Context: an optimization exercise on an open-source flow, tuned for small area. The choices shown serve that exercise and are no tape-out recipe.
In this exercise RTL edits were held to simulation tests only and were not proved equivalent to the original.
Power is estimated from default activity; no workload was simulated.

==> flow/design.v <==
`default_nettype none
package noc_if_pkg;
	typedef logic [2-1:0] vc_t;
	typedef logic [$clog2(8+1)-1:0] credit_t;    
	typedef struct packed {
		logic [2:0]                ftype;
		logic [8-1:0]    src;     
		logic [8-1:0]    dst;
		logic [3:0]                seq;     
		logic [8:0]                rsvd;    
		logic [32-1:0] payload;
	} flit_t;
	typedef struct packed {
		logic                        valid;
		logic                        tail;
		logic [5-1:0] rdst;
		vc_t                         vc;
		flit_t                       flit;
	} router_word_t;
endpackage
`default_nettype wire
`timescale 1ns/1ps
`default_nettype none
module noc_if_top (
	input  wire                           clk,
	input  wire                           rst_n,
	input  wire                           i_send_req,
	output logic                          o_send_ack,
	input  wire                           i_data_valid,
	input  wire [32-1:0]      i_data,
	input  wire [8-1:0]         i_dst,
	input  wire [5:0]                     i_id,
	input  wire [5:0]                     i_seq_len,
	output logic                          o_req_rx,
	input  wire                           i_ack_rx,
	output logic [63:0]                   o_data_input,        
	output logic                          o_data_input_valid,
	output logic [72:0]                   o_data,              
	output logic                          o_data_valid,
	input  wire [72:0]                    i_flit,              
	input  wire                           i_credit_valid,
	input  wire [1:0]                     i_credit_vc,         
	output logic                          o_credit_valid,
	output logic [1:0]                    o_credit_vc,         
	input  wire [8-1:0]         i_local_id
);
	localparam logic [1:0] P_IDLE = 2'd0, P_RECV = 2'd1, P_UPDT = 2'd2, P_CHEK = 2'd3;
	logic [1:0]  pk_state;
	logic        sel_bank;      
	logic        valid_r;       
	logic        valid_rr;
	logic [3:0]  word_cnt;      
	logic        first_word;
	logic        last_flit;
	logic [1:0]  busy;          
	assign first_word = i_data_valid && !valid_r;
	assign last_flit  = valid_r && !i_data_valid;
	always_ff @(posedge clk or negedge rst_n)
	begin
		if (!rst_n)
		begin
			pk_state   <= P_IDLE;
			o_send_ack <= 1'b0;
			sel_bank   <= 1'b0;
		end
		else
		begin
			case (pk_state)
				P_IDLE:
					if (i_send_req)
					begin
						pk_state   <= P_RECV;
						o_send_ack <= 1'b1;
						sel_bank   <= busy[0];
					end
				P_RECV:
					if (last_flit)
						pk_state <= P_UPDT;
				P_UPDT:
					pk_state <= P_CHEK;
				default:
					if (busy != 2'b11)
					begin
						pk_state   <= P_IDLE;
						o_send_ack <= 1'b0;
					end
			endcase
		end
	end
	always_ff @(posedge clk or negedge rst_n)
	begin
		if (!rst_n)
		begin
			valid_r  <= 1'b0;
			valid_rr <= 1'b0;
			word_cnt <= '0;
		end
		else
		begin
			valid_r  <= i_data_valid;
			valid_rr <= valid_r;
			word_cnt <= i_data_valid ? word_cnt + 4'd1 : 4'd0;
		end
	end
	logic [32-1:0] tx_mem [32];
	logic [8-1:0]    h_dst [2];
	logic [5:0]                h_id  [2];
	logic [1:0]                h_off [2];
	logic [3:0]                h_last [2];
	for (genvar i = 0; i < 32; i++)
	begin : g_txm
		logic we;
		assign we = i_data_valid && ({sel_bank, word_cnt} == 5'(i));
		always_ff @(posedge clk)
			tx_mem[i] <= (tx_mem[i] & ~{32{we}}) | (i_data & {32{we}});
	end
	always_ff @(posedge clk)
	begin
		if (i_data_valid)
			h_last[sel_bank] <= word_cnt;
		if (first_word)
		begin
			h_dst[sel_bank] <= i_dst;
			h_id[sel_bank]  <= i_id;
			h_off[sel_bank] <= i_seq_len[1:0];
		end
	end
	logic [3:0] cnt [4];
	logic       rd_en;
	logic [1:0] vc_sel;
	logic [1:0] vc_01, vc_23, best_vc;
	logic       best_ok;
	for (genvar v = 0; v < 4; v++)
	begin : g_cnt
		logic inc, dec;
		assign inc = i_credit_valid && (i_credit_vc == 2'(v));
		assign dec = rd_en && (vc_sel == 2'(v));
		always_ff @(posedge clk or negedge rst_n)
		begin
			if (!rst_n)
				cnt[v] <= 4'd8;
			else if (inc && !dec)
				cnt[v] <= cnt[v] + 4'd1;
			else if (dec && !inc)
				cnt[v] <= cnt[v] - 4'd1;
		end
	end
	assign vc_01   = (cnt[0] >= cnt[1]) ? 2'd0 : 2'd1;
	assign vc_23   = (cnt[2] >= cnt[3]) ? 2'd2 : 2'd3;
	assign best_vc = (cnt[vc_01] >= cnt[vc_23]) ? vc_01 : vc_23;
	assign best_ok = cnt[best_vc] > 4'd2;
	localparam logic [1:0] S_IDLE = 2'd0, S_ALOC = 2'd1, S_SEND = 2'd2;
	logic [1:0] st;
	logic       head_bank;
	logic       cur_bank;
	logic [3:0] rd_idx;       
	logic       rd_done;      
	logic       rd_en_r;
	logic       pkt_done;
	logic       sent_last;
	assign pkt_done  = valid_rr && !valid_r;
	assign sent_last = rd_en_r && rd_done;
	assign rd_en     = (st == S_SEND) && !rd_done && (cnt[vc_sel] != 4'd0);
	always_ff @(posedge clk or negedge rst_n)
	begin
		if (!rst_n)
		begin
			busy      <= 2'b00;
			head_bank <= 1'b0;
		end
		else
		begin
			if (pkt_done)
				busy[sel_bank] <= 1'b1;
			if (sent_last)
				busy[cur_bank] <= 1'b0;
			if (sent_last)
				head_bank <= !cur_bank;
			else if (pkt_done && (busy == 2'b00))
				head_bank <= sel_bank;
		end
	end
	always_ff @(posedge clk or negedge rst_n)
	begin
		if (!rst_n)
		begin
			st       <= S_IDLE;
			cur_bank <= 1'b0;
			vc_sel   <= '0;
			rd_en_r  <= 1'b0;
			rd_idx   <= '0;
			rd_done  <= 1'b0;
		end
		else
		begin
			rd_en_r <= rd_en;
			if (rd_en)
			begin
				rd_idx <= rd_idx + 4'd1;
				if (rd_idx == h_last[cur_bank])
					rd_done <= 1'b1;
			end
			case (st)
				S_IDLE:
					if (busy[head_bank])
					begin
						cur_bank <= head_bank;
						st       <= S_ALOC;
						rd_idx   <= '0;
						rd_done  <= 1'b0;
					end
				S_ALOC:
					if (best_ok)
					begin
						vc_sel <= best_vc;
						st     <= S_SEND;
					end
				default:
					if (sent_last)
						st <= S_IDLE;
			endcase
		end
	end
	logic [3:0]  out_idx;
	logic [2:0]  out_type;
	logic [8:0]  out_rsvd;
	logic        out_tail;
	assign out_idx  = rd_idx - 4'd1;
	logic [32-1:0] tx_rd;
	always_comb
	begin
		tx_rd = '0;
		for (int i = 0; i < 32; i++)
			if ({cur_bank, out_idx} == 5'(i))
				tx_rd = tx_rd | tx_mem[i];
	end
	assign out_tail = (out_idx == h_last[cur_bank]) && (out_idx != 4'd0);
	assign out_type = (out_idx == 4'd0) ? 3'd0 : out_tail ? 3'd2 : 3'd1;
	assign out_rsvd = {1'b0, out_tail ? h_off[cur_bank] : 2'b00, h_id[cur_bank]};
	assign o_data_valid = rd_en_r;
	assign o_data = {rd_en_r, sent_last, h_dst[cur_bank][5-1:0], vc_sel,
	                 out_type, i_local_id, h_dst[cur_bank], out_idx, out_rsvd,
	                 tx_rd};
	logic [63:0] vcq_mem [32];       
	logic [3:0]  vq_wp [4];
	logic [3:0]  vq_rp [4];
	logic [3:0]  vq_empty;
	logic [1:0]  last_vc;            
	logic [1:0]  pick_vc, idx;
	logic        pick_ok;
	logic        visit;
	logic        fwd_r;
	logic [2:0]  fwd_slot;
	logic        inq_full, inq_empty;
	for (genvar i = 0; i < 32; i++)
	begin : g_vqm
		logic we;
		assign we = i_flit[72] && (i_flit[65:64] == 2'(i / 8)) && (vq_wp[i / 8][2:0] == 3'(i % 8));
		always_ff @(posedge clk)
			vcq_mem[i] <= (vcq_mem[i] & ~{64{we}}) | (i_flit[63:0] & {64{we}});
	end
	for (genvar v = 0; v < 4; v++)
	begin : g_vq
		assign vq_empty[v] = (vq_wp[v] == vq_rp[v]);
		always_ff @(posedge clk or negedge rst_n)
		begin
			if (!rst_n)
			begin
				vq_wp[v] <= '0;
				vq_rp[v] <= '0;
			end
			else
			begin
				if (i_flit[72] && (i_flit[65:64] == 2'(v)))
					vq_wp[v] <= vq_wp[v] + 4'd1;
				if (visit && (pick_vc == 2'(v)))
					vq_rp[v] <= vq_rp[v] + 4'd1;
			end
		end
	end
	always_comb
	begin
		pick_vc = last_vc;
		pick_ok = 1'b0;
		idx     = last_vc;
		for (int k = 1; k <= 4; k++)
		begin
			idx = last_vc + 2'(k);
			if (!pick_ok && !vq_empty[idx])
			begin
				pick_vc = idx;
				pick_ok = 1'b1;
			end
		end
	end
	assign visit = pick_ok && !fwd_r && !inq_full;
	always_ff @(posedge clk or negedge rst_n)
	begin
		if (!rst_n)
		begin
			last_vc <= '0;
			fwd_r   <= 1'b0;
		end
		else
		begin
			fwd_r <= visit;
			if (visit)
				last_vc <= pick_vc;
		end
	end
	always_ff @(posedge clk)
		fwd_slot <= vq_rp[pick_vc][2:0];
	logic [63:0] inq_mem [32];
	logic [5:0]  iq_wp, iq_rp;
	assign inq_empty = (iq_wp == iq_rp);
	assign inq_full  = (iq_wp[5] != iq_rp[5]) && (iq_wp[4:0] == iq_rp[4:0]);
	logic [63:0] vq_rd;
	always_comb
	begin
		vq_rd = '0;
		for (int i = 0; i < 32; i++)
			if ({last_vc, fwd_slot} == 5'(i))
				vq_rd = vq_rd | vcq_mem[i];
	end
	for (genvar i = 0; i < 32; i++)
	begin : g_iqm
		logic we;
		assign we = fwd_r && (iq_wp[4:0] == 5'(i));
		always_ff @(posedge clk)
			inq_mem[i] <= (inq_mem[i] & ~{64{we}}) | (vq_rd & {64{we}});
	end
	always_ff @(posedge clk or negedge rst_n)
	begin
		if (!rst_n)
		begin
			iq_wp              <= '0;
			iq_rp              <= '0;
			o_req_rx           <= 1'b0;
			o_data_input_valid <= 1'b0;
		end
		else
		begin
			if (fwd_r)
				iq_wp <= iq_wp + 6'd1;
			if (i_ack_rx)
				iq_rp <= iq_rp + 6'd1;
			o_req_rx           <= !inq_empty && !i_ack_rx;
			o_data_input_valid <= i_ack_rx;
		end
	end
	logic [4:0] iq_out;
	assign iq_out       = iq_rp[4:0] - 5'd1;
	always_comb
	begin
		o_data_input = '0;
		for (int i = 0; i < 32; i++)
			if (iq_out == 5'(i))
				o_data_input = o_data_input | inq_mem[i];
	end
	assign o_credit_valid = fwd_r;
	assign o_credit_vc    = last_vc;
endmodule
`default_nettype wire
==> flow/run.sh <==
#!/bin/bash
# synth_recipe.tcl (not shown) runs the flow's synth.tcl, then flattens the netlist and writes it again
# the make line also repeats each setting of config.mk as NAME=value (left out here)
make -C /OpenROAD-flow-scripts/flow DESIGN_CONFIG=/design/flow/config.mk WORK_HOME=/design/flow/orfs CLKGATE_MAP_FILE= SYNTH_SCRIPT=/design/flow/synth_recipe.tcl finish
==> flow/config.mk <==
export PLATFORM = sky130hd
export DESIGN_NAME = noc_if_top
export DESIGN_NICKNAME = noc_if_top
export VERILOG_FILES = /design/flow/design.v
export SDC_FILE = /design/flow/constraint.sdc
export NUM_CORES = 4
export LEC_CHECK = 0
export CAP_MARGIN = 20
export CORE_MARGIN = 2
export CORE_UTILIZATION = 40
export SLEW_MARGIN = 20
==> flow/constraint.sdc <==
create_clock -name core_clock -period 10.0 [get_ports {clk}]
set_input_delay 2.0000 -clock core_clock [delete_from_list [all_inputs] [get_ports {clk}]]
set_output_delay 2.0000 -clock core_clock [all_outputs]
set_load 0.01 [all_outputs]
==> reports/metrics.yaml, run 1 <==
flow_run:
  drv_cap: 0
detailed_routing:
  vias: 126687
  drt-vias-per-instance: 6.77
  routed.top_layer: "met5"
  drt_iter0_drc: 24487
  drtPass1Iterations: 10
  routedWlPerCell_um: 39.3
  drtAntennaViolNets: 0
  route.detailed.drc: 0
  routed_wl_um: 736000
  wl_met2_um: 325000
  met3_wirelength_um: 106000
  drt-met1-wl_um: 263000
pwr:
  power_frac_clock_pct: 25.7
  vdd_ir_drop_max_uv: 281
  switching_share_pct: 38.6
  p_leak_nw: 70.3
  comb_power_share_pct: 35.0
  switchingPower_w: 0.0295
  p_seq_share_pct: 39.2
  intPower_w: 0.0470
  power_w: 0.0765
  power_density_nw_per_um2: 337
timing:
  max_freq_ghz: 0.108
  post-route-period-util_pct: 92.2
  grt_setup_unrepaired: "no"
  setup_viol: 0
  skew_ps: 88.5
  relSlewSlack_pct: 8.45
  hold_ws_ps: 446
  final.min_clock_period_ps: 9220
  fin_setup_tns_ps: 0
  final_hold_viol_count: 0
  tightest_slew_ps: 1370
  slew_viol_final: 0
logic_synthesis:
  async_reset_ff_share_pct: 1.69
  yosys.cell_types.count: 92
  yosys_register_bits: 5252
  ys.flop_type: "edfxtp_1"
  yosysSeqAreaShare_pct: 79.7
  synth-edff-count: 5160
  synthCells: 11246
  synth_area_per_cell_um2: 17.5
  syn_area_um2: 197000
  yosys_warnings: 7
floorplan:
  die-area_um2: 499000
  core_um2: 490000
  die_y_um: 706
  start_util_pct: 40.2
  die-width_um: 706
  ios: 285
  std_cell_rows: 257
critical_path:
  critPathSlowestCell: "dfrtp_1"
  path_max_fanout: 15
  cpMostUsedCell: "buf_4"
  critPathMaxStageDelay_ps: 840
  arrival_ps: 7220
  path_cells: "inv_1, ha_1, and3b_1, a31oi_4, buf_4, nor3_2, buf_4, o2bb2ai_1, or4_1, a2111oi_0, o2111ai_1, clkdlybuf4s50_1"
  rr_worst_depth: 9
  startpoint_type: "flop"
  required_ps: 8000
  crit_type: "reg -> out"
  cp-end-kind: "output pin"
global_route:
  grt_pass1_vias: 119556
  grt_use_total_pct: 28.3
  antenna_found_initial: 99
  grt_pass1_wl_um: 987000
  grt_max_degree: 113
  grt_overflow_total: 0
finish:
  syn2layout_area_growth_pct: 15.1
  seqCellArea_um2: 157000
  multi_input_area_um2: 38100
  layout_common_cells: "edfxtp_1 (5,160), a22oi_1 (1,549), clkbuf_16 (552), buf_4 (431), a22o_1 (319)"
  final_common_cell: "edfxtp_1"
  fin_nets: 11991
  drive_gt1_share_pct: 12.8
  fillers: 40870
clocking:
  clkLatencyLatePin_ps: 1090
  cts_resized: 0
  clk_pin_slew_worst_paths_ps: 60
  cts_buffers: 544
  cts.path.max_buffers: 4
  cts_setup_buffers: 0
  cts_root_buf: "clkbuf_16"
  hold_buffers: 0
  htreeDepth: 6
  cts.sinks: 5252
  cts_tree: "done"
outcome:
  status: "complete, no violations"
placed_design:
  io_buffers: 256
  place.gp.congestion: 0.935
  post-dp-hpwl_um: 394000
worst_hold_path:
  hold_path.class: "reg -> reg"
  whs_path_depth: 0
[stage by stage]
step           cells  setup slack [ps]  util, %  cell area (um2)
6_report       18725               775     46.3           227000
5_1_grt        18688               793     46.3           227000
4_1_cts        18662              1040     46.3           227000
3_5_place_dp   17692              2190     42.8           210000
3_3_place_gp   17690              2240     42.8           210000
2_1_floorplan  11247              5010        -           197000
[power groups by stage]
stage	sequential [W]	clock, W	combinational (W)
global placement	0.0304	0	0.0252
finish	0.0300	0.0197	0.0268
global route	0.0301	0.0206	0.0271
floorplan	0.0304	0	0.0115
CTS	0.0300	0.0197	0.0257
detailed placement	0.0305	0	0.0256
[routing by layer]
metal  track usage [%]  vias to the layer above
li1                  -                    48492
met1              37.7                    64789
met2              42.9                    11163
met3              7.97                     2187
met4              13.5                       56
met5                 0                        -
[critical path: cells and delay by family, from the launching register on]
kind                       cells  cell delay, ps
adders and majority gates      1             490
buffers and inverters          4            1630
AOI/OAI and AO/OA              4            1900
DFF                            1             840
and+or+nand+nor                3            1230
[layout make-up]
cell class,instances,area share [%]
clock inverter,289,1.23
sequential,5252,69.3
tap,6475,3.57
clock buffer,681,6.30
timing repair buffer,704,2.65
multi-input combinational,5204,16.8
inverter,62,0.103
antenna,58,0.0639
[cells in the mapped netlist, types with 10 or more instances]
master | n | area, um2
o22ai_1 | 196 | 1230
a22o_1 | 319 | 2790
nand2_1 | 306 | 1150
a31oi_1 | 30 | 188
or4_1 | 75 | 563
and3_1 | 77 | 482
o22a_1 | 22 | 193
nand3_1 | 250 | 1250
edfxtp_1 | 5160 | 155000
mux2_2 | 68 | 766
nand2b_1 | 23 | 144
a221oi_1 | 301 | 2640
a211oi_1 | 37 | 278
o21ai_0 | 142 | 711
clkbuf_1 | 512 | 1920
nor3_1 | 72 | 360
a311oi_1 | 15 | 131
a32o_1 | 24 | 240
xor2_1 | 23 | 201
buf_4 | 19 | 143
or3_1 | 26 | 163
a22oi_1 | 1549 | 11600
o2bb2ai_1 | 31 | 272
a32oi_1 | 54 | 473
o211ai_1 | 23 | 173
mux2i_1 | 83 | 831
nand4_1 | 264 | 1650
xnor2_1 | 59 | 517
o2111ai_1 | 23 | 201
a211o_1 | 10 | 87.6
a2111oi_0 | 46 | 403
o32ai_1 | 11 | 96.3
buf_1 | 112 | 420
o221ai_1 | 10 | 87.6
nor4_1 | 31 | 194
a222oi_1 | 158 | 1580
a221o_1 | 30 | 300
ha_1 | 78 | 976
inv_1 | 55 | 206
buf_2 | 84 | 420
a21oi_1 | 197 | 986
dfrtp_1 | 85 | 2130
nor2b_1 | 18 | 113
and2_1 | 46 | 288
nor2_1 | 347 | 1300
[worst paths after layout]
| kind | start | endpoint | slack, ps |
|---|---|---|---|
| setup / recovery | iq_rp[0] | o_data_input[4] | 780 |
| hold / removal | valid_r | valid_rr | 450 |
| setup reg to reg | fwd_slot[2] | flop | 4970 |
| hold reg to reg | valid_r | valid_rr | 450 |
| max in group asynchronous | rst_n | cur_bank | 7530 |
| min in group asynchronous | rst_n | vq_wp[2][1] | 930 |
[kinds of logic after synthesis]
family	after synthesis	synth area share [%]
AND/OR/NAND/NOR	1589	4.11
buffers and inverters	791	1.60
AO/OA/AOI/OAI	3297	12.8
multiplexers	152	0.821
other	1	0.00190
flip-flops	5252	79.7
adder cells (fa/ha/maj)	82	0.535
XOR/XNOR	82	0.364
==> inputs of run 2 (changes only) <==
--- a/flow/design.v
+++ b/flow/design.v
@@ -22,4 +22,22 @@
 `timescale 1ns/1ps
 `default_nettype none
+module onehot_mux #(
+	parameter int W = 64,
+	parameter int N = 32
+) (
+	input  wire [N-1:0]   i_sel,
+	input  wire [N*W-1:0] i_d,
+	output logic [W-1:0]  o_y
+);
+	always_comb
+	begin
+		o_y = '0;
+		for (int i = 0; i < N; i++)
+			o_y = o_y | (i_d[i*W +: W] & {W{i_sel[i]}});
+	end
+endmodule
+`default_nettype wire
+`timescale 1ns/1ps
+`default_nettype none
 module noc_if_top (
 	input  wire                           clk,
@@ -228,11 +246,12 @@
 	assign out_idx  = rd_idx - 4'd1;
 	logic [32-1:0] tx_rd;
-	always_comb
-	begin
-		tx_rd = '0;
-		for (int i = 0; i < 32; i++)
-			if ({cur_bank, out_idx} == 5'(i))
-				tx_rd = tx_rd | tx_mem[i];
+	logic [31:0]                  tx_sel;
+	logic [32*32-1:0] tx_flat;
+	for (genvar i = 0; i < 32; i++)
+	begin : g_txs
+		assign tx_sel[i] = ({cur_bank, out_idx} == 5'(i));
+		assign tx_flat[i*32 +: 32] = tx_mem[i];
 	end
+	onehot_mux #(.W(32), .N(32)) u_txmux (.i_sel(tx_sel), .i_d(tx_flat), .o_y(tx_rd));
 	assign out_tail = (out_idx == h_last[cur_bank]) && (out_idx != 4'd0);
 	assign out_type = (out_idx == 4'd0) ? 3'd0 : out_tail ? 3'd2 : 3'd1;
@@ -316,11 +335,12 @@
 	assign inq_full  = (iq_wp[5] != iq_rp[5]) && (iq_wp[4:0] == iq_rp[4:0]);
 	logic [63:0] vq_rd;
-	always_comb
-	begin
-		vq_rd = '0;
-		for (int i = 0; i < 32; i++)
-			if ({last_vc, fwd_slot} == 5'(i))
-				vq_rd = vq_rd | vcq_mem[i];
+	logic [31:0]   vq_sel;
+	logic [32*64-1:0] vq_flat;
+	for (genvar i = 0; i < 32; i++)
+	begin : g_vqs
+		assign vq_sel[i] = ({last_vc, fwd_slot} == 5'(i));
+		assign vq_flat[i*64 +: 64] = vcq_mem[i];
 	end
+	onehot_mux #(.W(64), .N(32)) u_vqmux (.i_sel(vq_sel), .i_d(vq_flat), .o_y(vq_rd));
 	for (genvar i = 0; i < 32; i++)
 	begin : g_iqm
@@ -351,11 +371,12 @@
 	logic [4:0] iq_out;
 	assign iq_out       = iq_rp[4:0] - 5'd1;
-	always_comb
-	begin
-		o_data_input = '0;
-		for (int i = 0; i < 32; i++)
-			if (iq_out == 5'(i))
-				o_data_input = o_data_input | inq_mem[i];
+	logic [31:0]   iq_sel;
+	logic [32*64-1:0] iq_flat;
+	for (genvar i = 0; i < 32; i++)
+	begin : g_iqs
+		assign iq_sel[i] = (iq_out == 5'(i));
+		assign iq_flat[i*64 +: 64] = inq_mem[i];
 	end
+	onehot_mux #(.W(64), .N(32)) u_iqmux (.i_sel(iq_sel), .i_d(iq_flat), .o_y(o_data_input));
 	assign o_credit_valid = fwd_r;
 	assign o_credit_vc    = last_vc;
--- a/flow/config.mk
+++ b/flow/config.mk
@@ -6,6 +6,10 @@
 export NUM_CORES = 4
 export LEC_CHECK = 0
-export CAP_MARGIN = 20
+export CAP_MARGIN = 10
 export CORE_MARGIN = 2
-export CORE_UTILIZATION = 40
-export SLEW_MARGIN = 20
+export CORE_UTILIZATION = 55
+export CTS_BUF_LIST = sky130_fd_sc_hd__clkbuf_16
+export CTS_CLUSTER_DIAMETER = 80
+export CTS_CLUSTER_SIZE = 24
+export SLEW_MARGIN = 10
+export SYNTH_HIERARCHICAL = 1
==> reports/metrics.yaml, run 2 <==
outcome:
  status: "complete, no violations"  # unchanged
logic_synthesis:
  synth_area_per_cell_um2: 19.1  # was 17.5 um2
  ys.flop_type: "edfxtp_1"  # unchanged
  yosys_register_bits: 5252  # unchanged
  syn_area_um2: 190000  # was 197,000 um2
  yosysTopAreaCellShare_pct: 81.4  # was 78.6%
  synth_common_cells: "edfxtp_1 (5,160), a22oi_1 (2,560), nand4_1 (652)"  # was edfxtp_1 (5,160), a22oi_1 (1,549), clkbuf_1 (512)
  yosys.cell_types.count: 63  # was 92
  synth_area_leader_cell: "edfxtp_1"  # unchanged
  synthCells: 9942  # was 11,246
  synthTopCellsByArea: "edfxtp_1 (81%), a22oi_1 (10%), nand4_1 (2.1%)"  # was edfxtp_1 (79%), a22oi_1 (5.9%), a22o_1 (1.4%)
  synth-edff-count: 5160  # unchanged
  yosysSeqAreaShare_pct: 82.6  # was 79.7%
  yosys_warnings: 15  # was 7
  yosysMostFrequentCell: "edfxtp_1"  # unchanged
  async_reset_ff_share_pct: 1.69  # unchanged
clocking:
  clkLatencyLatePin_ps: 970  # was 1090 ps
  cts_setup_buffers: 0  # unchanged
  cts.path.max_buffers: 4  # unchanged
  cts.sinks: 5252  # unchanged
  hold_buffers: 0  # unchanged
  cts_tree: "done"  # unchanged
  cts_root_buf: "clkbuf_16"  # unchanged
  cts_buffers: 262  # was 544
  clk_pin_slew_worst_paths_ps: 90  # was 60 ps
  cts_resized: 0  # unchanged
  htreeDepth: 5  # was 6
detailed_routing:
  drtAntennaViolNets: 0  # unchanged
  drt_iter0_drc: 14275  # was 24,487
  drtPass1Iterations: 7  # was 10
  vias: 103789  # was 126,687
  routed_wl_um: 554000  # was 736,000 um
  drt-vias-per-instance: 7.00  # was 6.77
  routedWlPerCell_um: 37.3  # was 39.3 um
  route.detailed.drc: 0  # unchanged
timing:
  final.min_clock_period_ps: 8110  # was 9220 ps
  worst_slack_ps: 1890  # was 775 ps
  hold_ws_ps: 417  # was 446 ps
  grt_setup_unrepaired: "no"  # unchanged
  post-route-period-util_pct: 81.1  # was 92.2%
  skew_ps: 52.2  # was 88.5 ps
  fin_setup_tns_ps: 0  # unchanged
  final_hold_viol_count: 0  # unchanged
  slew_viol_final: 0  # unchanged
  tightest_slew_ps: 1290  # was 1370 ps
  max_freq_ghz: 0.123  # was 0.108 GHz
  relSlewSlack_pct: 13.7  # was 8.45%
  setup_viol: 0  # unchanged
finish:
  layout_common_cells: "edfxtp_1 (5,160), a22oi_1 (2,560), nand4_1 (652), buf_4 (280), clkbuf_16 (269)"  # was edfxtp_1 (5,160), a22oi_1 (1,549), clkbuf_16 (552), buf_4 (431), a22o_1 (319)
  fin_util_pct: 59.8  # was 46.3%
  drive_gt1_share_pct: 8.35  # was 12.8%
  fin_nets: 10386  # was 11,991
  syn2layout_area_growth_pct: 8.05  # was 15.1%
  finalNonFillerCells: 14829  # was 18,725
  final_common_cell: "edfxtp_1"  # unchanged
floorplan:
  core_um2: 344000  # was 490,000 um2
  start_util_pct: 55.3  # was 40.2%
  ios: 285  # unchanged
  die-width_um: 592  # was 706 um
  die-area_um2: 351000  # was 499,000 um2
  die_y_um: 592  # was 706 um
  std_cell_rows: 215  # was 257
critical_path:
  required_ps: 8000  # about the same
  startpoint_type: "flop"  # unchanged
  critPathSlowestCell: "clkdlybuf4s50_1"  # was dfrtp_1
  cp-end-kind: "output pin"  # unchanged
  cpMostUsedCell: "buf_4"  # unchanged
  critical_path.top_delay_family: "buffers and inverters"  # was compound AO/OA/AOI/OAI gates
  crit_type: "reg -> out"  # unchanged
  path_cells: "inv_1, ha_1, nor3b_1, xor2_1, nand2_1, nor2_4, buf_4, buf_4, a22oi_1, nand4_1, or4_1, clkdlybuf4s50_1"  # was inv_1, ha_1, and3b_1, a31oi_4, buf_4, nor3_2, buf_4, o2bb2ai_1, or4_1, a2111oi_0, o2111ai_1, clkdlybuf4s50_1
  arrival_ps: 6110  # was 7220 ps
  critPathMaxStageDelay_ps: 650  # was 840 ps
  worst-path-stages: 12  # unchanged
  rr_worst_depth: 7  # was 9
  crit_buf_inv: 4  # unchanged
  path_max_fanout: 28  # was 15
global_route:
  antenna_found_initial: 51  # was 99
  grt_pass1_wl_um: 766000  # was 987,000 um
  grt_max_degree: 65  # was 113
  grt_pass1_vias: 100648  # was 119,556
  grt_use_total_pct: 31.2  # was 28.3%
  grt_overflow_total: 0  # unchanged
worst_hold_path:
  hold_path.class: "reg -> reg"  # unchanged
  whs_path_depth: 0  # unchanged
placed_design:
  place.gp.congestion: 0.810  # was 0.935
  dp_cells: 14455  # was 17,692
  place_ws_ps: 3010  # was 2190 ps
  io_buffers: 256  # unchanged
  post-dp-hpwl_um: 298000  # was 394,000 um
pwr:
  p_leak_nw: 62.0  # was 70.3 nW
  power_density_nw_per_um2: 295  # was 337 nW/um2
  vdd_ir_drop_max_uv: 224  # was 281 uV
flow_run:
  drv_cap: 0  # unchanged
run 2: cell types whose count changed after synthesis, moves of 168 or more:
cell | previous run | this run
a22oi_1 | 1549 | 2560
clkbuf_1 | 512 | 117
nand4_1 | 264 | 652
a22o_1 | 319 | 0
a221oi_1 | 301 | 0
nand2_1 | 306 | 66
nand3_1 | 250 | 12
o22ai_1 | 196 | 2
a21oi_1 | 197 | 24
nor2_1 | 347 | 175
buf_2 | 84 | 252
run 2: kinds of logic after synthesis:
| logic type | after synthesis | share of synthesized area (%) |
|---|---|---|
| xor gates and xnor gates | 84 | 0.387 |
| muxes | 44 | 0.270 |
| DFF | 5252 | 82.6 |
| AOI/OAI and AO/OA | 2637 | 10.4 |
| and+or+nand+nor | 1204 | 3.76 |
| buffers and inverters | 638 | 2.03 |
| adders and majority gates | 82 | 0.555 |
| other | 1 | 0.00197 |
run 2: final timing paths:
| path | startpoint | endpoint | slack (ps) |
|---|---|---|---|
| min reg2reg | valid_r | valid_rr | 420 |
| max in group asynchronous | rst_n | cur_bank | 7540 |
| max reg2reg | last_vc[1] | flop | 5260 |
| max | iq_rp[0] | o_data_input[2] | 1890 |
| min | valid_r | valid_rr | 420 |
| min in group asynchronous | rst_n | vq_rp[1][0] | 1070 |
run 2: power breakdown:
group,internal [W],leakage [nW],total [W],switching [W]
combinational,0.00498,10.6,0.0190,0.0140
clock,0.00494,3.75,0.0116,0.00663
sequential,0.0296,47.7,0.0300,0.000436
run 2: cell type report:
| class | count | area (um2) |
|---|---|---|
| fillers | 24818 | 138000 |
| well taps | 4557 | 5700 |
| flip-flops and latches | 5252 | 157000 |
| clock inverters | 83 | 522 |
| multi-input cells | 4053 | 30300 |
| diodes | 21 | 52.6 |
| clock buffers | 269 | 6730 |
| repair buffers | 550 | 4930 |
| inverters | 44 | 165 |
run 2: through the flow:
stage	area (um2)	power [W]
3_5_place_dp	198000	0.0491
6_report	206000	0.0606
3_3_place_gp	198000	0.0486
2_1_floorplan	190000	0.0388
5_1_grt	206000	0.0623
4_1_cts	206000	0.0603
run 2: per-layer routing:
layer	up-vias	wire length, um	track usage (%)
li1	42145	-	-
met1	54763	213000	43.3
met2	5903	268000	51.3
met3	958	54200	4.97
met4	20	18400	9.45
met5	-	129	0
==> inputs of run 3 (changes only) <==
--- a/flow/design.v
+++ b/flow/design.v
@@ -22,4 +22,35 @@
 `timescale 1ns/1ps
 `default_nettype none
+module aoi_group #(
+	parameter int W = 64,
+	parameter int K = 3
+) (
+	input  wire [K-1:0]   i_sel,
+	input  wire [K*W-1:0] i_d,
+	output logic [W-1:0]  o_yn     
+);
+	always_comb
+	begin
+		o_yn = '0;
+		for (int k = 0; k < K; k++)
+			o_yn = o_yn | (i_d[k*W +: W] & {W{i_sel[k]}});
+		o_yn = ~o_yn;
+	end
+endmodule
+module nand_join #(
+	parameter int W = 64,
+	parameter int M = 11
+) (
+	input  wire [M*W-1:0] i_t,
+	output logic [W-1:0]  o_y
+);
+	always_comb
+	begin
+		o_y = '1;
+		for (int m = 0; m < M; m++)
+			o_y = o_y & i_t[m*W +: W];
+		o_y = ~o_y;
+	end
+endmodule
 module onehot_mux #(
 	parameter int W = 64,
@@ -30,10 +61,16 @@
 	output logic [W-1:0]  o_y
 );
-	always_comb
-	begin
-		o_y = '0;
-		for (int i = 0; i < N; i++)
-			o_y = o_y | (i_d[i*W +: W] & {W{i_sel[i]}});
+	localparam int G = (N + 2) / 3;    
+	logic [G*W-1:0] t;
+	for (genvar g = 0; g < G; g++)
+	begin : g_grp
+		localparam int K = (3 * g + 3 <= N) ? 3 : N - 3 * g;
+		aoi_group #(.W(W), .K(K)) u_aoi (
+			.i_sel (i_sel[3*g +: K]),
+			.i_d   (i_d[3*g*W +: K*W]),
+			.o_yn  (t[g*W +: W])
+		);
 	end
+	nand_join #(.W(W), .M(G)) u_join (.i_t(t), .o_y(o_y));
 endmodule
 `default_nettype wire
==> reports/metrics.yaml, run 3 <==
outcome:
  status: "complete, no violations"  # unchanged
detailed_routing:
  routed_wl_um: 540000  # was 554,000 um
  drt-vias-per-instance: 7.27  # was 7.00
  route.detailed.drc: 0  # unchanged
  drtAntennaViolNets: 0  # unchanged
  drt_iter0_drc: 21088  # was 14,275
  routedWlPerCell_um: 39.1  # was 37.3 um
  drtPass1Iterations: 13  # was 7
  vias: 100425  # was 103,789
placed_design:
  io_buffers: 256  # unchanged
  dp_cells: 13485  # was 14,455
  place.gp.congestion: 0.800  # was 0.810
  place_ws_ps: 2980  # was 3010 ps
  post-dp-hpwl_um: 283000  # was 298,000 um
clocking:
  htreeDepth: 5  # unchanged
  cts_buffers: 262  # unchanged
  cts.path.max_buffers: 4  # unchanged
  cts_resized: 0  # unchanged
  clkLatencyLatePin_ps: 950  # was 970 ps
  cts_root_buf: "clkbuf_16"  # unchanged
  clk_pin_slew_worst_paths_ps: 90  # about the same
  cts.sinks: 5252  # unchanged
  cts_setup_buffers: 0  # unchanged
  cts_tree: "done"  # unchanged
  hold_buffers: 0  # unchanged
timing:
  worst_slack_ps: 1920  # was 1890 ps
  relSlewSlack_pct: 17.0  # was 13.7%
  final.min_clock_period_ps: 8080  # was 8110 ps
  tightest_slew_ps: 1250  # was 1290 ps
  grt_setup_unrepaired: "no"  # unchanged
  fin_setup_tns_ps: 0  # unchanged
  setup_viol: 0  # unchanged
  final_hold_viol_count: 0  # unchanged
  skew_ps: 33.7  # was 52.2 ps
  slew_viol_final: 0  # unchanged
  max_freq_ghz: 0.124  # was 0.123 GHz
  post-route-period-util_pct: 80.8  # was 81.1%
logic_synthesis:
  yosysMostFrequentCell: "edfxtp_1"  # unchanged
  syn_area_um2: 189000  # was 190,000 um2
  synthCells: 8978  # was 9,942
  synthTopCellsByArea: "edfxtp_1 (82%), a222oi_1 (8.5%), buf_6 (2.2%)"  # was edfxtp_1 (81%), a22oi_1 (10%), nand4_1 (2.1%)
  yosys_warnings: 19  # was 15
  yosysTopAreaCellShare_pct: 81.9  # was 81.4%
  synth_area_per_cell_um2: 21.1  # was 19.1 um2
  async_reset_ff_share_pct: 1.69  # unchanged
  synth_common_cells: "edfxtp_1 (5,160), a222oi_1 (1,600), buf_6 (371)"  # was edfxtp_1 (5,160), a22oi_1 (2,560), nand4_1 (652)
  yosys_register_bits: 5252  # unchanged
  ys.flop_type: "edfxtp_1"  # unchanged
  synth-edff-count: 5160  # unchanged
  synth_area_leader_cell: "edfxtp_1"  # unchanged
  yosysSeqAreaShare_pct: 83.2  # was 82.6%
  yosys.cell_types.count: 61  # was 63
finish:
  finalNonFillerCells: 13817  # was 14,829
  drive_gt1_share_pct: 10.5  # was 8.35%
  final_common_cell: "edfxtp_1"  # unchanged
  syn2layout_area_growth_pct: 7.12  # was 8.05%
  fin_nets: 9416  # was 10,386
  layout_common_cells: "edfxtp_1 (5,160), a222oi_1 (1,600), nand4_1 (333), clkbuf_16 (278), buf_4 (276)"  # was edfxtp_1 (5,160), a22oi_1 (2,560), nand4_1 (652), buf_4 (280), clkbuf_16 (269)
pwr:
  switching_share_pct: 34.9  # was 34.8%
  intPower_w: 0.0398  # was 0.0395 W
  p_seq_share_pct: 49.2  # was 49.5%
  power_density_nw_per_um2: 301  # was 295 nW/um2
  power_w: 0.0610  # was 0.0606 W
  switchingPower_w: 0.0213  # was 0.0211 W
  p_leak_nw: 62.0  # about the same
  comb_power_share_pct: 31.7  # was 31.3%
  power_frac_clock_pct: 19.1  # about the same
  vdd_ir_drop_max_uv: 258  # was 224 uV
critical_path:
  critical_path.top_delay_family: "buffers and inverters"  # unchanged
  crit_buf_inv: 4  # unchanged
  critPathSlowestCell: "buf_4"  # was clkdlybuf4s50_1
  cp-end-kind: "output pin"  # unchanged
  arrival_ps: 6080  # was 6110 ps
  required_ps: 8000  # about the same
  critPathMaxStageDelay_ps: 1000  # was 650 ps
  rr_startpoint: "last_vc[0]"  # was last_vc[1]
  path_max_fanout: 45  # was 28
  crit_type: "reg -> out"  # unchanged
  startpoint_type: "flop"  # unchanged
  path_cells: "inv_1, ha_1, inv_1, nor3_1, xor2_1, nand2_1, nor2_4, buf_4, a222oi_1, nand4_1, or3_1, clkdlybuf4s50_1"  # was inv_1, ha_1, nor3b_1, xor2_1, nand2_1, nor2_4, buf_4, buf_4, a22oi_1, nand4_1, or4_1, clkdlybuf4s50_1
  regToRegSetupSlack_ps: 5230  # was 5260 ps
  rr_worst_depth: 7  # unchanged
  cpMostUsedCell: "inv_1"  # was buf_4
worst_hold_path:
  min_to: "valid_rr"  # unchanged
  hold_path.class: "reg -> reg"  # unchanged
  hp-start: "valid_r"  # unchanged
  whs_path_depth: 0  # unchanged
floorplan:
  core_um2: 343000  # was 344,000 um2
  start_util_pct: 55.2  # was 55.3%
  ios: 285  # unchanged
  std_cell_rows: 215  # unchanged
  die-area_um2: 349000  # was 351,000 um2
  die-width_um: 590  # was 592 um
  die_y_um: 590  # was 592 um
global_route:
  grt_pass1_vias: 97045  # was 100,648
  grt_pass1_wl_um: 743000  # was 766,000 um
  grt_max_degree: 65  # unchanged
  grt_overflow_total: 0  # unchanged
  antenna_found_initial: 29  # was 51
  grt_use_total_pct: 30.3  # was 31.2%
flow_run:
  drv_cap: 0  # unchanged
## run 3: per-stage QoR
step           area, um2  utilization [%]  hold slack [ps]
2_1_floorplan     189000                -              395
3_3_place_gp      195000             57.0              426
3_5_place_dp      195000             57.0              426
4_1_cts           203000             59.1              455
5_1_grt           203000             59.1              491
6_report          203000             59.1              459
## run 3: final cells by class
| class | count | area (um2) |
|---|---|---|
| sequential | 5252 | 157000 |
| clock inverter | 43 | 343 |
| clock buffer | 278 | 6960 |
| multi-input combinational | 3092 | 27400 |
| fill | 24533 | 140000 |
| antenna | 10 | 25.0 |
| tap | 4557 | 5700 |
| inverter | 46 | 173 |
| timing repair buffer | 539 | 4760 |
## run 3: cells by family (layout without fill, tap and decap cells)
group	after synthesis	count (layout)	synth area share (%)
AOI/OAI and AO/OA	1834	1834	9.67
xor gates and xnor gates	84	84	0.389
adders and majority gates	82	82	0.558
buffers and inverters	635	906	2.89
DFF	5252	5252	83.2
muxes	45	45	0.277
other	1	12	0.00198
and+or+nand+nor	1045	1045	3.06
## run 3: worst max path at each step
stage	startpoint	end	slack [ps]	cells after the start
6_report	iq_rp[0]	o_data_input[53]	1920	12
5_1_grt	iq_rp[0]	o_data_input[46]	1680	12
4_1_cts	iq_rp[0]	o_data_input[53]	1960	12
3_5_place_dp	iq_rp[0]	o_data_input[53]	2980	12
3_3_place_gp	iq_rp[0]	o_data_input[53]	3050	12
2_1_floorplan	fwd_r	flop	4160	3
## run 3: routing by layer
layer,GRT usage [%],share of wire (%),vias up
met1,42.6,37,52540
li1,-,-,40151
met4,10.9,3.8,22
met3,4.87,12,921
met2,48.7,47,6791
met5,0,0.026,-
## run 3: power by group through the flow
| stage | Combinational [W] | Clock [W] | Sequential, W |
|---|---|---|---|
| 6_report | 0.0194 | 0.0117 | 0.0300 |
| 5_1_grt | 0.0202 | 0.0125 | 0.0301 |
| 4_1_cts | 0.0192 | 0.0118 | 0.0300 |
| 3_5_place_dp | 0.0191 | 0 | 0.0305 |
| 3_3_place_gp | 0.0187 | 0 | 0.0305 |
| 2_1_floorplan | 0.00890 | 0 | 0.0304 |
==> inputs of run 4 (changes only) <==
==> flow/flow/run.sh (new file) <==
#!/bin/bash
# Layout flow: the standard flow (standard.sh) with two options changed:
#  - clock tree: clusters of up to 24 flip-flops on clkbuf_16 leaves,
#    without dummy balancing loads
#  - port buffers: sky130_fd_sc_hd__buf_1 on every input and output port
# The tool output is in standard.log and in the ORFS logs under orfs/logs.
export CTS_ARGS="-sink_clustering_enable -repair_clock_nets -dont_use_dummy_load -buf_list sky130_fd_sc_hd__clkbuf_16 -sink_clustering_size 24 -sink_clustering_max_diameter 80"
export BUFFER_PORTS_ARGS="-buffer_cell sky130_fd_sc_hd__buf_1"
cp standard.sh standard_sh.txt
bash standard.sh > standard.log 2>&1
==> flow/standard.sh (new file) <==
#!/bin/bash
# synth_recipe.tcl (not shown) runs the flow's synth.tcl, then flattens the netlist and writes it again
# the make line also repeats each setting of config.mk as NAME=value (left out here)
make -C /OpenROAD-flow-scripts/flow DESIGN_CONFIG=/design/flow/config.mk WORK_HOME=/design/flow/orfs CLKGATE_MAP_FILE= SYNTH_SCRIPT=/design/flow/synth_recipe.tcl "${@:-finish}"
removed: flow/run.sh
==> reports/metrics.yaml, run 4 <==
clocking:
  cts.sinks: 5252  # unchanged
  clk_pin_slew_worst_paths_ps: 90  # about the same
  clkLatencyLatePin_ps: 960  # was 950 ps
  cts_buffers: 264  # was 262
  hold_buffers: 0  # unchanged
  cts_root_buf: "clkbuf_16"  # unchanged
  htreeDepth: 5  # unchanged
  cts.path.max_buffers: 4  # unchanged
  cts_tree: "done"  # unchanged
  cts_resized: 0  # unchanged
  cts_setup_buffers: 0  # unchanged
critical_path:
  rr_worst_depth: 14  # was 7
  path_max_fanout: 44  # was 45
  regToRegSetupSlack_ps: 5080  # was 5230 ps
  r2r-end: "vc_sel[0]"
  arrival_ps: 5850  # was 6080 ps
  critPathMaxStageDelay_ps: 820  # was 1000 ps
  startpoint_type: "flop"  # unchanged
  cp-end-kind: "output pin"  # unchanged
  required_ps: 8000  # about the same
  crit_type: "reg -> out"  # unchanged
  crit_buf_inv: 4  # unchanged
  path_cells: "inv_1, ha_1, inv_1, nor3_1, xnor2_1, nand2_1, nor2_4, buf_4, a222oi_1, nand4_1, or3_1, buf_1"  # was inv_1, ha_1, inv_1, nor3_1, xor2_1, nand2_1, nor2_4, buf_4, a222oi_1, nand4_1, or3_1, clkdlybuf4s50_1
  critPathSlowestCell: "buf_4"  # unchanged
  rr_startpoint: "cnt[2][0]"  # was last_vc[0]
  cpMostUsedCell: "inv_1"  # unchanged
  critical_path.top_delay_family: "simple AND/OR/NAND/NOR gates"  # was buffers and inverters
finish:
  fin_nets: 9430  # was 9,416
  seqCellArea_um2: 157000  # unchanged
  fillers: 24921  # was 24,533
  drive_gt1_share_pct: 10.6  # was 10.5%
  layout_common_cells: "edfxtp_1 (5,160), a222oi_1 (1,600), nand4_1 (333), buf_4 (283), clkbuf_16 (264)"  # was edfxtp_1 (5,160), a222oi_1 (1,600), nand4_1 (333), clkbuf_16 (278), buf_4 (276)
  syn2layout_area_growth_pct: 6.00  # was 7.12%
  final_common_cell: "edfxtp_1"  # unchanged
  multi_input_area_um2: 27400  # about the same
timing:
  final.min_clock_period_ps: 7850  # was 8080 ps
  fin_setup_tns_ps: 0  # unchanged
  final_hold_viol_count: 0  # unchanged
  relSlewSlack_pct: 12.5  # was 17.0%
  tightest_slew_ps: 1310  # was 1250 ps
  slew_viol_final: 0  # unchanged
  grt_setup_unrepaired: "no"  # unchanged
  max_freq_ghz: 0.127  # was 0.124 GHz
  post-route-period-util_pct: 78.5  # was 80.8%
  skew_ps: 91.1  # was 33.7 ps
  setup_viol: 0  # unchanged
placed_design:
  place.gp.congestion: 0.796  # was 0.800
  post-dp-hpwl_um: 288000  # was 283,000 um
  io_buffers: 256  # unchanged
detailed_routing:
  drt_iter0_drc: 20480  # was 21,088
  routedWlPerCell_um: 39.1  # about the same
  vias: 100318  # was 100,425
  drtPass1Iterations: 13  # unchanged
  drtAntennaViolNets: 0  # unchanged
  routed_wl_um: 538000  # was 540,000 um
  drt-vias-per-instance: 7.28  # was 7.27
  route.detailed.drc: 0  # unchanged
pwr:
  vdd_ir_drop_max_uv: 296  # was 258 uV
  power_w: 0.0594  # was 0.0610 W
  p_leak_nw: 61.1  # was 62.0 nW
  power_density_nw_per_um2: 296  # was 301 nW/um2
floorplan:
  start_util_pct: 55.2  # unchanged
  die_y_um: 590  # unchanged
  die-width_um: 590  # unchanged
  std_cell_rows: 215  # unchanged
  core_um2: 343000  # unchanged
  ios: 285  # unchanged
  die-area_um2: 349000  # unchanged
global_route:
  globalRouteMet2Util_pct: 49.4  # was 48.7%
  grt_max_degree: 65  # unchanged
  met1_usage_pct: 42.3  # was 42.6%
  use_met3_pct: 4.37  # was 4.87%
  antenna_found_initial: 36  # was 29
  grt_use_total_pct: 30.2  # was 30.3%
  grt_pass1_wl_um: 741000  # was 743,000 um
  grt_overflow_total: 0  # unchanged
  grt_pass1_vias: 97006  # was 97,045
  top_usage_layer: "met2"  # unchanged
logic_synthesis:
  synth_area_leader_cell: "edfxtp_1"  # unchanged
  yosys_register_bits: 5252  # unchanged
  synth-edff-count: 5160  # unchanged
  yosysSeqAreaShare_pct: 83.2  # unchanged
  yosys.cell_types.count: 61  # unchanged
  yosysMostFrequentCell: "edfxtp_1"  # unchanged
  yosysTopAreaCellShare_pct: 81.9  # unchanged
  synth_common_cells: "edfxtp_1 (5,160), a222oi_1 (1,600), buf_6 (371)"  # unchanged
  yosys_warnings: 19  # unchanged
  synthCells: 8978  # unchanged
  synthTopCellsByArea: "edfxtp_1 (82%), a222oi_1 (8.5%), buf_6 (2.2%)"  # unchanged
  syn_area_um2: 189000  # unchanged
  synth_area_per_cell_um2: 21.1  # unchanged
  async_reset_ff_share_pct: 1.69  # unchanged
  ys.flop_type: "edfxtp_1"  # unchanged
outcome:
  status: "complete, no violations"  # unchanged
worst_hold_path:
  hold_path.class: "reg -> reg"  # unchanged
  hp-start: "valid_r"  # unchanged
  whs_path_depth: 0  # unchanged
  min_to: "valid_rr"  # unchanged
flow_run:
  drv_cap: 0  # unchanged
## run 4: power breakdown
group	switching [W]	leakage [nW]	total (W)	internal [W]
Combinational	0.0142	10.1	0.0182	0.00402
Sequential	0.000435	47.7	0.0300	0.0296
Clock	0.00643	3.25	0.0112	0.00474
## run 4: how the worst max path moves through the flow
stage,start,to,slack (ps),depth (start not counted)
3_3_place_gp,iq_rp[0],o_data_input[53],3430,12
4_1_cts,iq_rp[0],o_data_input[47],2240,12
6_report,iq_rp[1],o_data_input[47],2150,12
3_5_place_dp,iq_rp[0],o_data_input[47],3250,12
5_1_grt,iq_rp[1],o_data_input[0],2110,12
2_1_floorplan,fwd_r,flop,4160,3
## run 4: routing by layer
layer	share of wire [%]	routed length [um]
met2	48	259000
met1	37	201000
met5	0.032	170
met4	3.6	19300
met3	11	59700
## run 4: layout make-up
cell class / instances / share of cell area [%]
tap: 4557 / 2.84
antenna: 11 / 0.0137
timing repair buffer: 551 / 1.67
sequential: 5252 / 78.4
clock buffer: 264 / 3.30
inverter: 46 / 0.0861
multi-input combinational: 3092 / 13.6
## run 4: through the flow
step / hold slack, ps / setup WS [ps] / instance area (um2) / std cells / util (%)
floorplan: 395 / 4160 / 189000 / 8979 / -
global placement: 417 / 3430 / 194000 / 13491 / 56.5
detailed placement: 432 / 3250 / 194000 / 13491 / 56.5
CTS: 471 / 2240 / 200000 / 13755 / 58.4
global route: 483 / 2110 / 200000 / 13765 / 58.5
finish: 470 / 2150 / 200000 / 13773 / 58.5
## run 4: cells by family after synthesis
| kind of cell | share of synthesized area (%) |
|---|---|
| compound gates | 9.67 |
| xor+xnor | 0.389 |
| fa+ha+maj | 0.558 |
| buf+inv | 2.89 |
| flops | 83.2 |
| mux | 0.277 |
| other cells | 0.00198 |
| simple gates | 3.06 |
==> inputs of run 5 (changes only) <==
==> flow/flow/run.sh (replaced) <==
#!/bin/bash
# Layout flow: the standard flow (standard.sh) with two options changed:
#  - clock tree: clusters of up to 27 flip-flops on clkbuf_16 leaves,
#    without dummy balancing loads
#  - port buffers: sky130_fd_sc_hd__buf_1 on every input and output port
# The tool output is in standard.log and in the ORFS logs under orfs/logs.
export CTS_ARGS="-sink_clustering_enable -repair_clock_nets -dont_use_dummy_load -buf_list sky130_fd_sc_hd__clkbuf_16 -sink_clustering_size 27 -sink_clustering_max_diameter 80"
export BUFFER_PORTS_ARGS="-buffer_cell sky130_fd_sc_hd__buf_1"
cp standard.sh standard_sh.txt
bash standard.sh > standard.log 2>&1
--- a/flow/config.mk
+++ b/flow/config.mk
@@ -11,5 +11,5 @@
 export CTS_BUF_LIST = sky130_fd_sc_hd__clkbuf_16
 export CTS_CLUSTER_DIAMETER = 80
-export CTS_CLUSTER_SIZE = 24
+export CTS_CLUSTER_SIZE = 27
 export SLEW_MARGIN = 10
 export SYNTH_HIERARCHICAL = 1
==> reports/metrics.yaml, run 5 <==
global_route:
  grt_pass1_wl_um: 739000  # was 741,000 um
  grt_max_degree: 65  # unchanged
  grt_overflow_total: 0  # unchanged
  grt_pass1_vias: 96718  # was 97,006
  antenna_found_initial: 37  # was 36
  grt_use_total_pct: 30.2  # about the same
placed_design:
  place.gp.congestion: 0.796  # unchanged
  io_buffers: 256  # unchanged
  postPlaceCellArea_um2: 194000  # unchanged
  post-dp-hpwl_um: 288000  # unchanged
clocking:
  hold_buffers: 0  # unchanged
  clkLatencyLatePin_ps: 980  # was 960 ps
  cts_root_buf: "clkbuf_16"  # unchanged
  cts_resized: 0  # unchanged
  cts_buffers: 228  # was 264
  cts_tree: "done"  # unchanged
  cts_setup_buffers: 0  # unchanged
  cts.path.max_buffers: 4  # unchanged
  clk_pin_slew_worst_paths_ps: 100  # was 90 ps
  cts.sinks: 5252  # unchanged
  htreeDepth: 4  # was 5
worst_hold_path:
  min_to: "valid_rr"  # unchanged
  hp-start: "valid_r"  # unchanged
  whs_path_depth: 0  # unchanged
  hold_path.class: "reg -> reg"  # unchanged
floorplan:
  die-width_um: 590  # unchanged
  die_y_um: 590  # unchanged
  start_util_pct: 55.2  # unchanged
  std_cell_rows: 215  # unchanged
  die-area_um2: 349000  # unchanged
  ios: 285  # unchanged
  core_um2: 343000  # unchanged
pwr:
  p_leak_nw: 60.6  # was 61.1 nW
  power_density_nw_per_um2: 294  # was 296 nW/um2
  power_w: 0.0586  # was 0.0594 W
  vdd_ir_drop_max_uv: 255  # was 296 uV
timing:
  skew_ps: 108  # was 91.1 ps
  tightest_slew_ps: 1300  # was 1310 ps
  post-route-period-util_pct: 78.6  # was 78.5%
  max_freq_ghz: 0.127  # about the same
  relSlewSlack_pct: 12.8  # was 12.5%
  final.min_clock_period_ps: 7860  # was 7850 ps
  grt_setup_unrepaired: "no"  # unchanged
  fin_setup_tns_ps: 0  # unchanged
  final_hold_viol_count: 0  # unchanged
  setup_viol: 0  # unchanged
  slew_viol_final: 0  # unchanged
detailed_routing:
  route.detailed.drc: 0  # unchanged
  routed_wl_um: 537000  # was 538,000 um
  drt_iter0_drc: 20222  # was 20,480
  vias: 99944  # was 100,318
  drt-vias-per-instance: 7.28  # about the same
  routedWlPerCell_um: 39.1  # about the same
  drtPass1Iterations: 10  # was 13
  drtAntennaViolNets: 0  # unchanged
finish:
  syn2layout_area_growth_pct: 5.54  # was 6.00%
  layout_common_cells: "edfxtp_1 (5,160), a222oi_1 (1,600), nand4_1 (333), buf_4 (283), clkbuf_16 (228)"  # was edfxtp_1 (5,160), a222oi_1 (1,600), nand4_1 (333), buf_4 (283), clkbuf_16 (264)
  fin_util_pct: 58.2  # was 58.5%
  stdcell_area_um2: 200000  # about the same
  fin_nets: 9396  # was 9,430
  drive_gt1_share_pct: 10.3  # was 10.6%
  final_common_cell: "edfxtp_1"  # unchanged
critical_path:
  critPathSlowestCell: "buf_4"  # unchanged
  r2r-end: "vc_sel[0]"  # unchanged
  rr_startpoint: "cnt[2][0]"  # unchanged
  path_max_fanout: 43  # was 44
  startpoint_type: "flop"  # unchanged
  critPathMaxStageDelay_ps: 840  # was 820 ps
  critical_path.top_delay_family: "simple AND/OR/NAND/NOR gates"  # unchanged
  crit_type: "reg -> out"  # unchanged
  required_ps: 8000  # about the same
  regToRegSetupSlack_ps: 4860  # was 5080 ps
  cpMostUsedCell: "inv_1"  # unchanged
  arrival_ps: 5860  # was 5850 ps
  crit_buf_inv: 4  # unchanged
  cp-end-kind: "output pin"  # unchanged
  path_cells: "inv_1, ha_1, inv_1, nor3_1, xnor2_1, nand2_1, nor2_4, buf_4, a222oi_1, nand4_1, or3_1, buf_1"  # unchanged
  rr_worst_depth: 14  # unchanged
outcome:
  status: "complete, no violations"  # unchanged
logic_synthesis:
  yosysTopAreaCellShare_pct: 81.9  # unchanged
  ys.flop_type: "edfxtp_1"  # unchanged
  syn_area_um2: 189000  # unchanged
  yosysMostFrequentCell: "edfxtp_1"  # unchanged
  synthCells: 8978  # unchanged
  synth_common_cells: "edfxtp_1 (5,160), a222oi_1 (1,600), buf_6 (371)"  # unchanged
  yosys.cell_types.count: 61  # unchanged
  synth_area_leader_cell: "edfxtp_1"  # unchanged
  yosysSeqAreaShare_pct: 83.2  # unchanged
  async_reset_ff_share_pct: 1.69  # unchanged
  yosys_register_bits: 5252  # unchanged
  synthTopCellsByArea: "edfxtp_1 (82%), a222oi_1 (8.5%), buf_6 (2.2%)"  # unchanged
  yosys_warnings: 19  # unchanged
  synth-edff-count: 5160  # unchanged
  synth_area_per_cell_um2: 21.1  # unchanged
flow_run:
  drv_cap: 0  # unchanged
## run 5: worst register-to-register path: cells and delay by family (launching register included)
family,cells,cell delay (ps)
mux,3,1910
compound gates,5,1270
simple gates,3,740
fa+ha+maj,2,560
flops,1,490
buf+inv,1,100
## run 5: layout make-up
cell class / instances / area (um2)
timing repair buffer: 553 / 3370
sequential: 5252 / 157000
inverter: 46 / 173
fill: 25014 / 143000
tap: 4557 / 5700
antenna: 9 / 22.5
multi-input combinational: 3092 / 27400
clock buffer: 228 / 5710
## run 5: kinds of logic (layout without fill, tap and decap cells)
logic type / count (synthesis) / after routing / share of synthesized area (%)
AND/OR/NAND/NOR: 1045 / 1045 / 3.06
buffers and inverters: 635 / 827 / 2.89
flip-flops: 5252 / 5252 / 83.2
other: 1 / 11 / 0.00198
multiplexers: 45 / 45 / 0.277
XOR/XNOR: 84 / 84 / 0.389
adder cells (fa/ha/maj): 82 / 82 / 0.558
AO/OA/AOI/OAI: 1834 / 1834 / 9.67
## run 5: how the worst max path moves through the flow
stage,startpoint,end,slack (ps),cells past startpoint
finish,iq_rp[0],o_data_input[47],2140,12
global route,iq_rp[1],o_data_input[0],2080,12
CTS,iq_rp[0],o_data_input[47],2190,12
detailed placement,iq_rp[0],o_data_input[47],3250,12
global placement,iq_rp[0],o_data_input[53],3430,12
floorplan,fwd_r,flop,4160,3
## run 5: metrics by stage
stage	cells	hold WS [ps]	setup slack, ps
floorplan	8979	395	4160
global placement	13491	417	3430
detailed placement	13491	432	3250
CTS	13719	472	2190
global route	13730	485	2080
finish	13737	467	2140
## run 5: layer usage
layer  vias up  routed length [um]  GRT usage [%]
li1      40056                   -              -
met1     52299              199000           42.2
met5         -                 165              0
met2      6667              257000           49.3
met4        26               19200           9.39
met3       896               61500           4.58
## run 5: power breakdown
group          leakage (nW)  switching [W]  internal [W]
clock network          2.81        0.00629       0.00407
logic                  10.1         0.0142       0.00402
registers              47.7       0.000437        0.0296
==> inputs of run 6 (changes only) <==
==> flow/flow/run.sh (replaced) <==
#!/bin/bash
# Layout flow: the standard flow (standard.sh) with two options changed:
#  - clock tree: clusters of up to 30 flip-flops on clkbuf_16 leaves,
#    without dummy balancing loads
#  - port buffers: sky130_fd_sc_hd__buf_1 on every input and output port
# The tool output is in standard.log and in the ORFS logs under orfs/logs.
export CTS_ARGS="-sink_clustering_enable -repair_clock_nets -dont_use_dummy_load -buf_list sky130_fd_sc_hd__clkbuf_16 -sink_clustering_size 30 -sink_clustering_max_diameter 80"
export BUFFER_PORTS_ARGS="-buffer_cell sky130_fd_sc_hd__buf_1"
cp standard.sh standard_sh.txt
bash standard.sh > standard.log 2>&1
--- a/flow/config.mk
+++ b/flow/config.mk
@@ -11,5 +11,5 @@
 export CTS_BUF_LIST = sky130_fd_sc_hd__clkbuf_16
 export CTS_CLUSTER_DIAMETER = 80
-export CTS_CLUSTER_SIZE = 27
+export CTS_CLUSTER_SIZE = 30
 export SLEW_MARGIN = 10
 export SYNTH_HIERARCHICAL = 1
==> reports/metrics.yaml, run 6 <==
logic_synthesis:
  synthTopCellsByArea: "edfxtp_1 (82%), a222oi_1 (8.5%), buf_6 (2.2%)"  # unchanged
  yosysSeqAreaShare_pct: 83.2  # unchanged
  synthCells: 8978  # unchanged
  ys.flop_type: "edfxtp_1"  # unchanged
  yosys_register_bits: 5252  # unchanged
  yosys.cell_types.count: 61  # unchanged
  async_reset_ff_share_pct: 1.69  # unchanged
  synth_area_per_cell_um2: 21.1  # unchanged
  synth_common_cells: "edfxtp_1 (5,160), a222oi_1 (1,600), buf_6 (371)"  # unchanged
  synth_area_leader_cell: "edfxtp_1"  # unchanged
  yosysTopAreaCellShare_pct: 81.9  # unchanged
  yosysMostFrequentCell: "edfxtp_1"  # unchanged
  synth-edff-count: 5160  # unchanged
  syn_area_um2: 189000  # unchanged
  yosys_warnings: 19  # unchanged
critical_path:
  worst-path-stages: 12  # unchanged
  startpoint_type: "flop"  # unchanged
  regToRegSetupSlack_ps: 4910  # was 4860 ps
  critPathMaxStageDelay_ps: 830  # was 840 ps
  required_ps: 8000  # about the same
  worstSetupEndpoint: "o_data_input[47]"  # unchanged
  cpMostUsedCell: "inv_1"  # unchanged
  crit_buf_inv: 4  # unchanged
  r2r-end: "vc_sel[0]"  # unchanged
  rr_startpoint: "cnt[2][0]"  # unchanged
  crit_type: "reg -> out"  # unchanged
  worstSetupStartpoint: "iq_rp[0]"  # unchanged
  critical_path.top_delay_family: "simple AND/OR/NAND/NOR gates"  # unchanged
  path_cells: "inv_1, ha_1, inv_1, nor3_1, xnor2_1, nand2_1, nor2_4, buf_4, a222oi_1, nand4_1, or3_1, buf_1"  # unchanged
  rr_worst_depth: 14  # unchanged
  cp-end-kind: "output pin"  # unchanged
  critPathSlowestCell: "buf_4"  # unchanged
  path_max_fanout: 43  # unchanged
  arrival_ps: 5890  # was 5860 ps
finish:
  syn2layout_area_growth_pct: 5.32  # was 5.54%
  layout_common_cells: "edfxtp_1 (5,160), a222oi_1 (1,600), nand4_1 (333), buf_4 (283), buf_1 (219)"  # was edfxtp_1 (5,160), a222oi_1 (1,600), nand4_1 (333), buf_4 (283), clkbuf_16 (228)
  multi_input_area_um2: 27400  # unchanged
  fillers: 25043  # was 25,014
  drive_gt1_share_pct: 10.1  # was 10.3%
  seqCellArea_um2: 157000  # unchanged
  fin_nets: 9379  # was 9,396
  fin_util_pct: 58.1  # was 58.2%
  final_common_cell: "edfxtp_1"  # unchanged
floorplan:
  ios: 285  # unchanged
  start_util_pct: 55.2  # unchanged
  die-area_um2: 349000  # unchanged
  die-width_um: 590  # unchanged
  std_cell_rows: 215  # unchanged
  core_um2: 343000  # unchanged
  die_y_um: 590  # unchanged
timing:
  slew_viol_final: 0  # unchanged
  skew_ps: 109  # was 108 ps
  setup_viol: 0  # unchanged
  final.min_clock_period_ps: 7890  # was 7860 ps
  relSlewSlack_pct: 12.3  # was 12.8%
  final_hold_viol_count: 0  # unchanged
  max_freq_ghz: 0.127  # about the same
  tightest_slew_ps: 1310  # was 1300 ps
  grt_setup_unrepaired: "no"  # unchanged
  post-route-period-util_pct: 78.9  # was 78.6%
  fin_setup_tns_ps: 0  # unchanged
clocking:
  cts.sinks: 5252  # unchanged
  cts_setup_buffers: 0  # unchanged
  htreeDepth: 4  # unchanged
  hold_buffers: 0  # unchanged
  clkLatencyLatePin_ps: 980  # about the same
  cts_tree: "done"  # unchanged
  cts_buffers: 212  # was 228
  cts_resized: 0  # unchanged
  cts.path.max_buffers: 4  # unchanged
  cts_root_buf: "clkbuf_16"  # unchanged
  clk_pin_slew_worst_paths_ps: 110  # was 100 ps
global_route:
  antenna_found_initial: 39  # was 37
  grt_pass1_vias: 96656  # was 96,718
  grt_overflow_total: 0  # unchanged
  grt_pass1_wl_um: 738000  # was 739,000 um
  grt_use_total_pct: 30.1  # was 30.2%
  grt_max_degree: 65  # unchanged
detailed_routing:
  routed_wl_um: 537000  # about the same
  drt_iter0_drc: 20647  # was 20,222
  drtAntennaViolNets: 0  # unchanged
  route.detailed.drc: 0  # unchanged
  drtPass1Iterations: 10  # unchanged
  routedWlPerCell_um: 39.1  # about the same
  vias: 100117  # was 99,944
  drt-vias-per-instance: 7.30  # was 7.28
outcome:
  status: "complete, no violations"  # unchanged
flow_run:
  drv_cap: 0  # unchanged
pwr:
  p_leak_nw: 60.4  # was 60.6 nW
  power_w: 0.0583  # was 0.0586 W
  power_density_nw_per_um2: 293  # was 294 nW/um2
  vdd_ir_drop_max_uv: 296  # was 255 uV
placed_design:
  io_buffers: 256  # unchanged
  post-dp-hpwl_um: 288000  # unchanged
  place.gp.congestion: 0.796  # unchanged
worst_hold_path:
  hold_path.class: "reg -> reg"  # unchanged
-- run 6: through the flow --
step	worst slack [ps]	hold slack (ps)	cell area [um2]	std cells
after floorplan	4160	395	189000	8979
after global placement	3430	417	194000	13491
after detailed placement	3250	432	194000	13491
after CTS	2170	461	199000	13703
after global routing	2060	473	199000	13713
final	2110	462	199000	13720
-- run 6: cell type report --
cell class	count	share of cell area [%]
timing repair buffer	552	1.69
sequential	5252	79.0
inverter	46	0.0867
multi-input combinational	3092	13.7
tap	4557	2.86
clock buffer	212	2.66
antenna	9	0.0113
-- run 6: how the worst min path moves through the flow --
stage	start	end	slack (ps)	cells past startpoint
after floorplan	valid_r	valid_rr	400	0
after global placement	valid_r	valid_rr	420	0
after detailed placement	valid_r	valid_rr	430	0
after CTS	valid_r	valid_rr	460	0
after global routing	valid_r	valid_rr	470	0
final	valid_r	valid_rr	460	0
-- run 6: power breakdown --
part | total [W] | switching (W) | internal [W]
combinational | 0.0183 | 0.0143 | 0.00402
sequential | 0.0300 | 0.000435 | 0.0296
clock | 0.0100 | 0.00622 | 0.00381
total | 0.0583 | 0.0209 | 0.0374
-- run 6: cell families (layout without fill, tap and decap cells) --
group                    count (synthesis)  in the layout  share of synthesized area (%)
adder cells (fa/ha/maj)                 82             82                          0.558
multiplexers                            45             45                          0.277
flip-flops                            5252           5252                           83.2
AO/OA/AOI/OAI                         1834           1834                           9.67
other                                    1             11                        0.00198
AND/OR/NAND/NOR                       1045           1045                           3.06
XOR/XNOR                                84             84                          0.389
buffers and inverters                  635            810                           2.89
-- run 6: routing by layer --
metal	GRT usage (%)	routed length [um]	part of all wire, %
met5	0	207	0.039
met4	9.39	18900	3.5
met3	4.61	60000	11
met2	49.1	257000	48
met1	42.2	200000	37
-- run 6: worst register-to-register path, cell delays in order, from the launching register on --
cell and delay, ps:
dfrtp_1 490, inv_1 100, ha_1 280, nand2b_1 100, a211oi_1 70, o21bai_1 500, mux2_2 410, ha_1 280
nand2b_1 140, a21o_1 170, a21o_1 170, a21oi_1 360, mux2i_2 1090, nor2b_2 460, mux2_2 400

[port drivers added, routing unchanged]
The results above use ideal ports. As a check the final layouts listed here were re-extracted and re-timed, cells and wires unchanged. Step 1 sets driving cells, clkbuf_16 on the clock port and buf_2 on the other inputs (assumed; they add their load-dependent delay and slew). Step 2, shift: input delay + t, output delay - t, t = (earliest + latest rising clock arrival at the registers) / 2. This alone moves slack from input paths to output paths. a / b / c = no drivers / after step 1 / after step 2; a / b = the first two.
run | t, ns | setup WS [ns] | worst register clock-pin slew, ns
run 1 | 1.166 | 0.775 / 0.663 / 1.829 | 0.07 / 0.07
run 2 | 1.046 | 1.895 / 1.787 / 2.834 | 0.10 / 0.10
run 3 | 1.043 | 1.925 / 1.815 / 2.858 | 0.10 / 0.10
run 4 | 1.016 | 2.154 / 2.042 / 3.058 | 0.10 / 0.10
run 5 | 1.046 | 2.145 / 2.031 / 3.078 | 0.11 / 0.11
run 6 | 1.043 | 2.108 / 1.998 / 3.041 | 0.11 / 0.11
After both steps setup and hold are still met in every run listed.
